From an optimization exercise on the open Yosys and OpenROAD flow, aimed at small area; shortcuts taken in it are not production practice. The RTL was checked by simulation tests, not by an equivalence proof against the original design. Power and IR drop assume default switching activity.

==> design.v <==
module id_stage_pipe #(
  parameter int XLEN     = 32,
  parameter int NREG     = 32,
  parameter int STALL_CW = 16
) (
  input  logic                     clk,
  input  logic                     rst,
  input  logic                     if_valid,
  input  logic [31:0]              if_instr,
  input  logic [XLEN-1:0]          if_pc,
  output logic                     id_ready,
  input  logic                     ex_ready,
  input  logic                     flush,
  input  logic                     wb_en,
  input  logic [$clog2(NREG)-1:0]  wb_addr,
  input  logic [XLEN-1:0]          wb_data,
  output logic                     ex_valid,
  output logic [XLEN-1:0]          ex_pc,
  output logic [XLEN-1:0]          ex_rs_data,
  output logic [XLEN-1:0]          ex_rt_data,
  output logic [XLEN-1:0]          ex_imm,
  output logic [$clog2(NREG)-1:0]  ex_rd,
  output logic [5:0]               ex_func,
  output logic [2:0]               ex_alu_op,
  output logic                     ex_mem_read,
  output logic                     ex_mem_write,
  output logic                     ex_reg_write,
  output logic                     ex_mem_to_reg,
  output logic [STALL_CW-1:0]      stall_count
);
  localparam int AW = $clog2(NREG);
  logic [5:0]    opcode;
  logic [AW-1:0] rs_addr, rt_addr, rd_addr;
  assign opcode  = if_instr[31:26];
  assign rs_addr = if_instr[21 +: AW];
  assign rt_addr = if_instr[16 +: AW];
  assign rd_addr = if_instr[11 +: AW];
  logic unused_instr_bits;
  assign unused_instr_bits = ^if_instr[25:6];
  logic [3:0]      w_hi, s_hi, t_hi;
  logic [7:0]      w_lo, s_lo, t_lo;
  logic [NREG-1:1] wdec;    
  logic [NREG-1:1] vld;     
  logic [NREG-1:1] rdok;    
  logic [NREG-1:0] ssel_lo, tsel_lo, ssel_hi, tsel_hi;   
  logic [XLEN-1:0] regs [1:NREG-1];
  for (genvar k = 0; k < 4; k++) begin : g_hi
    assign w_hi[k] = wb_en && (wb_addr[4:3] == 2'(k));
    assign s_hi[k] = (rs_addr[4:3] == 2'(k));
    assign t_hi[k] = (rt_addr[4:3] == 2'(k));
  end
  for (genvar k = 0; k < 8; k++) begin : g_lo
    assign w_lo[k] = (wb_addr[2:0] == 3'(k));
    assign s_lo[k] = (rs_addr[2:0] == 3'(k));
    assign t_lo[k] = (rt_addr[2:0] == 3'(k));
  end
  for (genvar i = 1; i < NREG; i++) begin : g_reg
    and2g u_wd (.a(w_hi[i/8]), .b(w_lo[i%8]), .y(wdec[i]));
    assign rdok[i] = rst && vld[i] && !wdec[i];
    and3g u_sd0 (.a(s_hi[i/8]), .b(s_lo[i%8]), .c(rdok[i]), .y(ssel_lo[i]));
    and3g u_sd1 (.a(s_hi[i/8]), .b(s_lo[i%8]), .c(rdok[i]), .y(ssel_hi[i]));
    and3g u_td0 (.a(t_hi[i/8]), .b(t_lo[i%8]), .c(rdok[i]), .y(tsel_lo[i]));
    and3g u_td1 (.a(t_hi[i/8]), .b(t_lo[i%8]), .c(rdok[i]), .y(tsel_hi[i]));
    always_ff @(posedge clk) begin
      vld[i] <= rst && (vld[i] || wdec[i]);
    end
    always_ff @(posedge clk) begin
      if (wdec[i]) regs[i] <= wb_data;
    end
  end
  logic byp_rs_a, byp_rt_a;
  assign byp_rs_a = rst && wb_en && (rs_addr != '0);
  assign byp_rt_a = rst && wb_en && (rt_addr != '0);
  logic byp_rs_b, byp_rt_b;
  assign byp_rs_b = (wb_addr == rs_addr);
  assign byp_rt_b = (wb_addr == rt_addr);
  and2g u_bs0 (.a(byp_rs_a), .b(byp_rs_b), .y(ssel_lo[0]));
  and2g u_bs1 (.a(byp_rs_a), .b(byp_rs_b), .y(ssel_hi[0]));
  and2g u_bt0 (.a(byp_rt_a), .b(byp_rt_b), .y(tsel_lo[0]));
  and2g u_bt1 (.a(byp_rt_a), .b(byp_rt_b), .y(tsel_hi[0]));
  logic [XLEN-1:0] rs_data, rt_data;
  logic [XLEN-1:0] rdat [NREG];
  always_comb begin
    rdat[0] = wb_data;
    for (int i = 1; i < NREG; i++) rdat[i] = regs[i];
  end
  for (genvar b = 0; b < XLEN; b++) begin : g_rd
    logic [NREG-1:0] col;
    for (genvar i = 0; i < NREG; i++) begin : g_col
      assign col[i] = rdat[i][b];
    end
    if (b < XLEN/2) begin : g_lo_half
      ao_sel32 u_rs (.d(col), .s(ssel_lo), .y(rs_data[b]));
      ao_sel32 u_rt (.d(col), .s(tsel_lo), .y(rt_data[b]));
    end else begin : g_hi_half
      ao_sel32 u_rs (.d(col), .s(ssel_hi), .y(rs_data[b]));
      ao_sel32 u_rt (.d(col), .s(tsel_hi), .y(rt_data[b]));
    end
  end
  logic is_r, is_addi, is_lw, is_sw, is_beq;
  assign is_r    = (opcode == 6'h00);
  assign is_addi = (opcode == 6'h08);
  assign is_lw   = (opcode == 6'h23);
  assign is_sw   = (opcode == 6'h2B);
  assign is_beq  = (opcode == 6'h04);
  logic          dec_rw, dec_x, dec_y;
  logic [AW-1:0] dec_dest;
  assign dec_rw   = is_r | is_addi | is_lw;
  assign dec_x    = is_r | is_beq;
  assign dec_y    = is_lw | is_sw;
  assign dec_dest = is_r ? rd_addr : ((is_addi | is_lw) ? rt_addr : '0);
  logic          c_rw, c_x, c_y;
  logic [15:0]   ex_imm_r;
  assign ex_mem_read   = c_rw & c_y;
  assign ex_mem_to_reg = c_rw & c_y;
  assign ex_mem_write  = ~c_rw & c_y;
  assign ex_reg_write  = c_rw;
  assign ex_alu_op     = {1'b0, c_rw & c_x, ~c_rw & c_x};
  assign ex_imm        = {{16{ex_imm_r[15]}}, ex_imm_r};
  assign ex_func       = ex_imm_r[5:0];
  logic rt_is_src, load_use;
  assign rt_is_src = is_r | is_sw | is_beq;
  assign load_use  = ex_valid && ex_mem_read && (ex_rd != '0) && if_valid &&
                     ((ex_rd == rs_addr) || ((ex_rd == rt_addr) && rt_is_src));
  assign id_ready = rst && (flush || (ex_ready && !load_use));
  logic ld;
  assign ld = rst && !flush && ex_ready && !load_use;
  always_ff @(posedge clk) begin
    if (!rst || ld) begin
      ex_pc      <= rst ? if_pc : '0;
      ex_imm_r   <= rst ? if_instr[15:0] : '0;
      ex_rs_data <= rs_data;
      ex_rt_data <= rt_data;
      ex_rd      <= rst ? dec_dest : '0;
      c_rw       <= rst && dec_rw;
      c_x        <= rst && dec_x;
      c_y        <= rst && dec_y;
    end
  end
  always_ff @(posedge clk) begin
    if (!rst)                    ex_valid <= 1'b0;
    else if (flush)              ex_valid <= 1'b0;
    else if (ex_ready)           ex_valid <= if_valid && !load_use;
  end
  always_ff @(posedge clk) begin
    if (!rst)
      stall_count <= '0;
    else if (!flush && ex_ready && load_use && stall_count != '1)
      stall_count <= stall_count + STALL_CW'(1);
  end
endmodule
module and2g (
  input  logic a, b,
  output logic y
);
  assign y = a & b;
endmodule
module and3g (
  input  logic a, b, c,
  output logic y
);
  assign y = a & b & c;
endmodule
module aoi222 (
  input  logic a0, b0, a1, b1, a2, b2,
  output logic y
);
  assign y = ~((a0 & b0) | (a1 & b1) | (a2 & b2));
endmodule
module aoi22 (
  input  logic a0, b0, a1, b1,
  output logic y
);
  assign y = ~((a0 & b0) | (a1 & b1));
endmodule
module ao_sel32 (
  input  logic [31:0] d,
  input  logic [31:0] s,
  output logic        y
);
  logic [10:0] n;
  for (genvar g = 0; g < 10; g++) begin : g_aoi
    aoi222 u (.a0(d[3*g]), .b0(s[3*g]), .a1(d[3*g+1]), .b1(s[3*g+1]),
              .a2(d[3*g+2]), .b2(s[3*g+2]), .y(n[g]));
  end
  aoi22 u_last (.a0(d[30]), .b0(s[30]), .a1(d[31]), .b1(s[31]), .y(n[10]));
  assign y = ~(&n);
endmodule
==> flow/run.sh <==
#!/bin/bash
# Standard ORFS layout (standard synthesis), with these changes to how the
# layout is built:
#  - before global placement, flow/downsize.tcl gives the single-load a22oi_2
#    gates the smallest size (a22oi_1);
#  - port buffers use the smallest buffer cell (buf_1) instead of ORFS's pick;
#  - clock tree synthesis uses clkbuf_8 leaf clusters of up to 16 sinks and
#    adds no dummy loads.
set -euo pipefail
bash standard.sh \
  PRE_GLOBAL_PLACE_TCL="$PWD/flow/downsize.tcl" \
  BUFFER_PORTS_ARGS="-buffer_cell sky130_fd_sc_hd__buf_1" \
  CTS_ARGS="-sink_clustering_enable -repair_clock_nets -dont_use_dummy_load -buf_list sky130_fd_sc_hd__clkbuf_8 -sink_clustering_size 16 -sink_clustering_max_diameter 80" \
  finish > standard.log 2>&1
==> flow/downsize.tcl <==
# Before global placement: the read-port AND-OR-INVERT gates that synthesis
# mapped to a22oi_2 each drive a single gate input, so they take the
# smallest size of the same cell (a22oi_1).
set n 0
foreach inst [get_cells -hierarchical *] {
  if {[get_property $inst ref_name] ne "sky130_fd_sc_hd__a22oi_2"} { continue }
  set out [get_pins -of_objects $inst -filter "direction==output"]
  set loads [get_pins -of_objects [get_nets -of_objects $out] -filter "direction==input"]
  if {[llength $loads] <= 2} {
    replace_cell $inst sky130_fd_sc_hd__a22oi_1
    incr n
  }
}
puts "downsize: $n a22oi_2 cells replaced by a22oi_1"
==> standard.sh <==
#!/bin/bash
# synth_recipe.tcl (not shown) runs the flow's synth.tcl, then flattens the netlist and writes it again
# the make line also repeats each setting of config.mk as NAME=value (left out here)
make -C /OpenROAD-flow-scripts/flow DESIGN_CONFIG=/design/flow/config.mk WORK_HOME=/design/flow/orfs CLKGATE_MAP_FILE= SYNTH_SCRIPT=/design/flow/synth_recipe.tcl "${@:-finish}"
==> config.mk <==
export PLATFORM = sky130hd
export DESIGN_NAME = id_stage_pipe
export DESIGN_NICKNAME = id_stage_pipe
export VERILOG_FILES = /design/flow/design.v
export SDC_FILE = /design/flow/constraint.sdc
export NUM_CORES = 4
export LEC_CHECK = 0
export CAP_MARGIN = 0
export CORE_MARGIN = 2
export CORE_UTILIZATION = 50
export PLACE_DENSITY = 0.6
export SLEW_MARGIN = 0
export SYNTH_HIERARCHICAL = 1
export SYNTH_MINIMUM_KEEP_SIZE = 0
==> constraint.sdc <==
create_clock -name core_clock -period 5.0 [get_ports {clk}]
set_input_delay 1.0000 -clock core_clock [delete_from_list [all_inputs] [get_ports {clk}]]
set_output_delay 1.0000 -clock core_clock [all_outputs]
set_load 0.01 [all_outputs]
==> flow_summary_export.csv <==
group,metric,value,unit
min_path,min-delay-start,"vld[11]$_DFF_P_",
worst_setup_path,r2r_slack,2.15,ns
sta,fmax,0.237,GHz
cts,cts_tree,"done",
min_path,hold_depth,2,
global_routing,grt_pass1_wl,226000,um
cts,clk_latency,0.76,ns
power,max-vdd-ir-drop,0.198,mV
global_routing,grt_max_degree,121,
die,dieArea,0.0952,mm^2
sta,period_share,0.845,
routing,first_pass_iters,15,
worst_setup_path,crit_arrival,3.23,ns
finish,drive_gt1_frac,0.0695,
cts,post_cts_resized,0,
cts,cts_made_buffers,82,
synthesis,synth_edf_count,1112,
synthesis,ys_types,50,
synthesis,ys_seq_elements,1160,
worst_setup_path,r2r_end,"ex_rt_data[29]$_DFFE_PP_",
finish,fin_area,0.0502,mm^2
synthesis,synth.top_cell.area_share,0.720,
synthesis,async_flop_share,0,
worst_setup_path,path_cells,"buf_1 -> xnor2_1 -> nand4_1 -> nor4_4 -> nor2_1 -> a211oi_1 -> o21ai_0 -> buf_1",
run_status,outcome,"timing/DRC/antenna clean",
die,core,0.0918,mm^2
synthesis,synth_most_common_cell,"edfxtp_1",
placed_design,port_buffers,269,
cts,cts_buffer_depth,3,
flow_run,cap_viol_max_count,0,
placed_design,dp.cells,4242,
die,fp.dieH,309,um
finish,multi_input_area,0.0115,mm^2
synthesis,ys_top_cells_by_area,"edfxtp_1 72%, a222oi_1 14%, dfxtp_1 2.1%, nand4_1 1.8%, and3_1 1.7%",
cts,clkSlewWorstSetupHoldPaths,0.10,ns
routing,wire_per_inst,37.8,um
worst_setup_path,critPathSlowestCell,"buf_1",
finish,seq_area,0.0344,mm^2
die,initial_core_util,0.505,
min_path,hp-class,"flip-flop to flip-flop",
synthesis,synth_cells,2697,
synthesis,yosysSeqAreaShare,0.740,
routing,wirelength,164000,um
power,powerDensity,316,mW/mm^2
finish,fillers,7246,
global_routing,grt_usage,0.334,
worst_setup_path,reg2reg_from,"vld[15]$_DFF_P_",
worst_setup_path,cpMostUsedCell,"buf_1",
sta,setup_viol,0,
placed_design,gp_congestion,1.02,
cts,postCtsSetupBuffers,0,
synthesis,synth_area,0.0464,mm^2
min_path,min_to,"vld[11]$_DFF_P_",
worst_setup_path,required,4.00,ns
routing,vias,33700,
sta,finalHoldViolCount,0,
synthesis,syn_area_per_cell,17.2,um^2
placed_design,placed_area,0.0491,mm^2
die,pin_count,271,
global_routing,antenna_found_initial,12,
sta,fin_worst_skew,0.0647,ns
die,die_w,309,um
sta,final.setup.tns,0,ns
worst_setup_path,crit_path_end_kind,"output port",
worst_setup_path,slowest_delay,0.59,ns
sta,worst_hold_slack,0.484,ns
sta,layout_min_cycle_time,4.23,ns
finish,area.growth.synth_to_final,8.23,%
cts,clock_sinks,1160,
sta,finalWorstSetupSlack,0.775,ns
sta,slew_headroom,0.134,
power,cellLeakagePower,0.0161,uW
worst_setup_path,crit_type,"input pin to output port",
synthesis,synth_commonest_cells,"1112 x edfxtp_1, 640 x a222oi_1, 134 x nand4_1, 129 x and3_1, 106 x nor2_1",
finish,final_cells,4331,
synthesis,ys.flop_type,"edfxtp_1",
global_routing,grt_pass1_vias,32100,
worst_setup_path,reg2regPathDepth,6,
global_routing,grt_overflow_total,0,
die,num_rows,111,
placed_design,post-place-ws,0.484,ns
sta,rsz0062_at_grt,"no",
cts,cts-root-buf,"clkbuf_8",
routing,vias_per_cell,7.77,
routing,drc_errors,0,
worst_setup_path,crit_path_max_fanout,11,
cts,hold_buffers,0,
finish,nets,3191,
synthesis,syn_nets,2805,
worst_setup_path,start_kind,"input pin",
sta,worst_pin_slew,1.30,ns
routing,drt_iter0_markers,9238,
placed_design,hpwlAfterDp,98300,um
synthesis,yosysTopAreaCell,"edfxtp_1",
cts,htreeDepth,3,
synthesis,synth_warnings,9,
sta,final-max-slew-violation-count,0,
worst_setup_path,worstSetupStartpoint,"if_instr[16]",
routing,ant_nets,0,
-- worst max path at each step --
stage,end,slack [ns],cells after the start
final,id_ready,0.77,8
after global routing,id_ready,0.64,8
after CTS,id_ready,0.81,8
after detailed placement,ex_rt_data[29]$_DFFE_PP_,0.48,9
after global placement,ex_rt_data[29]$_DFFE_PP_,0.48,9
after floorplan,c_rw$_DFFE_PP_,0.82,6
-- worst max-delay path, delay by kind of cell --
| family | cells | cell delay (ns) |
|---|---|---|
| xor+xnor | 1 | 0.20 |
| buf+inv | 2 | 0.75 |
| simple gates | 3 | 0.61 |
| compound gates | 2 | 0.65 |
-- area by class of cell --
| cell class | count | share of cell area |
|---|---|---|
| Clock buffer | 82 | 0.0225 |
| Timing Repair Buffer | 354 | 0.0332 |
| Sequential cell | 1160 | 0.684 |
| Antenna cell | 7 | 0.000349 |
| Tap cell | 1243 | 0.0310 |
| Multi-Input combinational cell | 1480 | 0.228 |
| Inverter | 5 | 0.000374 |
-- routing by layer --
metal | GRT usage | up-vias | share of wire
met5 | 0 | - | 0.00013
met1 | 0.456 | 16800 | 0.36
li1 | - | 13300 | -
met2 | 0.499 | 3108 | 0.44
met4 | 0.112 | 4 | 0.035
met3 | 0.118 | 453 | 0.17
-- modules after synthesis, one instance, submodules excluded --
module	area [um^2]	copies in the design
and3g	6.26	124
aoi22	12.5	64
and2g	6.26	35
id_stage_pipe	36700	1
ao_sel32	23.8	64
aoi222	10.0	640
-- cells by family after synthesis --
family,Yosys count,synth area share
AO/OA/AOI/OAI,743,0.161
XOR/XNOR,21,0.00396
adder cells (fa/ha/maj),1,0.000270
buffers and inverters,57,0.00677
flip-flops,1160,0.740
multiplexers,4,0.000863
other,1,0.0000808
AND/OR/NAND/NOR,710,0.0866
-- cells in the final DEF (no fill, tap or decap), types with 12 or more instances in the layout --
cell type	instances
or3_1	74
and2_2	31
a22oi_1	69
edfxtp_1	1112
clkbuf_8	82
nand2_1	51
nor2b_1	12
buf_4	84
and3_1	129
a222oi_1	640
nand3_1	72
nand4_1	134
and2_1	57
nor2_1	106
dfxtp_1	48
buf_1	264
nor3_1	12
-- state kept, by name, summed over array words and instances (netlist names) --
name	flops
regs	992
ex_rd	5
c_rw	1
ex_pc	32
stall_count	16
vld	31
ex_valid	1
c_x	1
ex_imm_r	16
ex_rs_data	32
ex_rt_data	32
c_y	1
-- stage by stage --
stage,total power (uW),util
finish,15900,0.547
global route,16300,0.547
CTS,15900,0.547
detailed placement,11700,0.534
global placement,11700,0.534
floorplan,11300,-
-- power by group --
part | total (uW) | internal (uW) | leakage, uW | switching, uW
logic | 586 | 128 | 0.00498 | 458
registers | 10900 | 10800 | 0.0106 | 102
clock network | 4380 | 1470 | 0.000590 | 2900
total | 15900 | 12400 | 0.0161 | 3460

-- port drivers added, routing unchanged --
How much do the figures lean on ideal ports? The routed layout below was timed once more, with nothing changed but the port constraints.
Step 1 sets driving cells, clkbuf_16 on the clock port and buf_2 on the other inputs (assumed; they add their load-dependent delay and slew).
Step 2 times the ports against the registers' clock, not the clock port: input delays grow and output delays shrink by t, the midpoint of the rising clock arrivals with the driver on.
Three values: no drivers, after step 1, after step 2; two values: the first two.
t, ns: 0.791
setup WS [ns]: 0.775 / 0.739 / 0.143
worst hold slack (ns): 0.484 / 0.484 / 0.484
slew at the worst register clock pin (ns): 0.11 / 0.11
After both steps this run still meets setup and hold. The setup slack of this run moves by -0.036 ns with the drivers and by -0.632 ns with both steps.
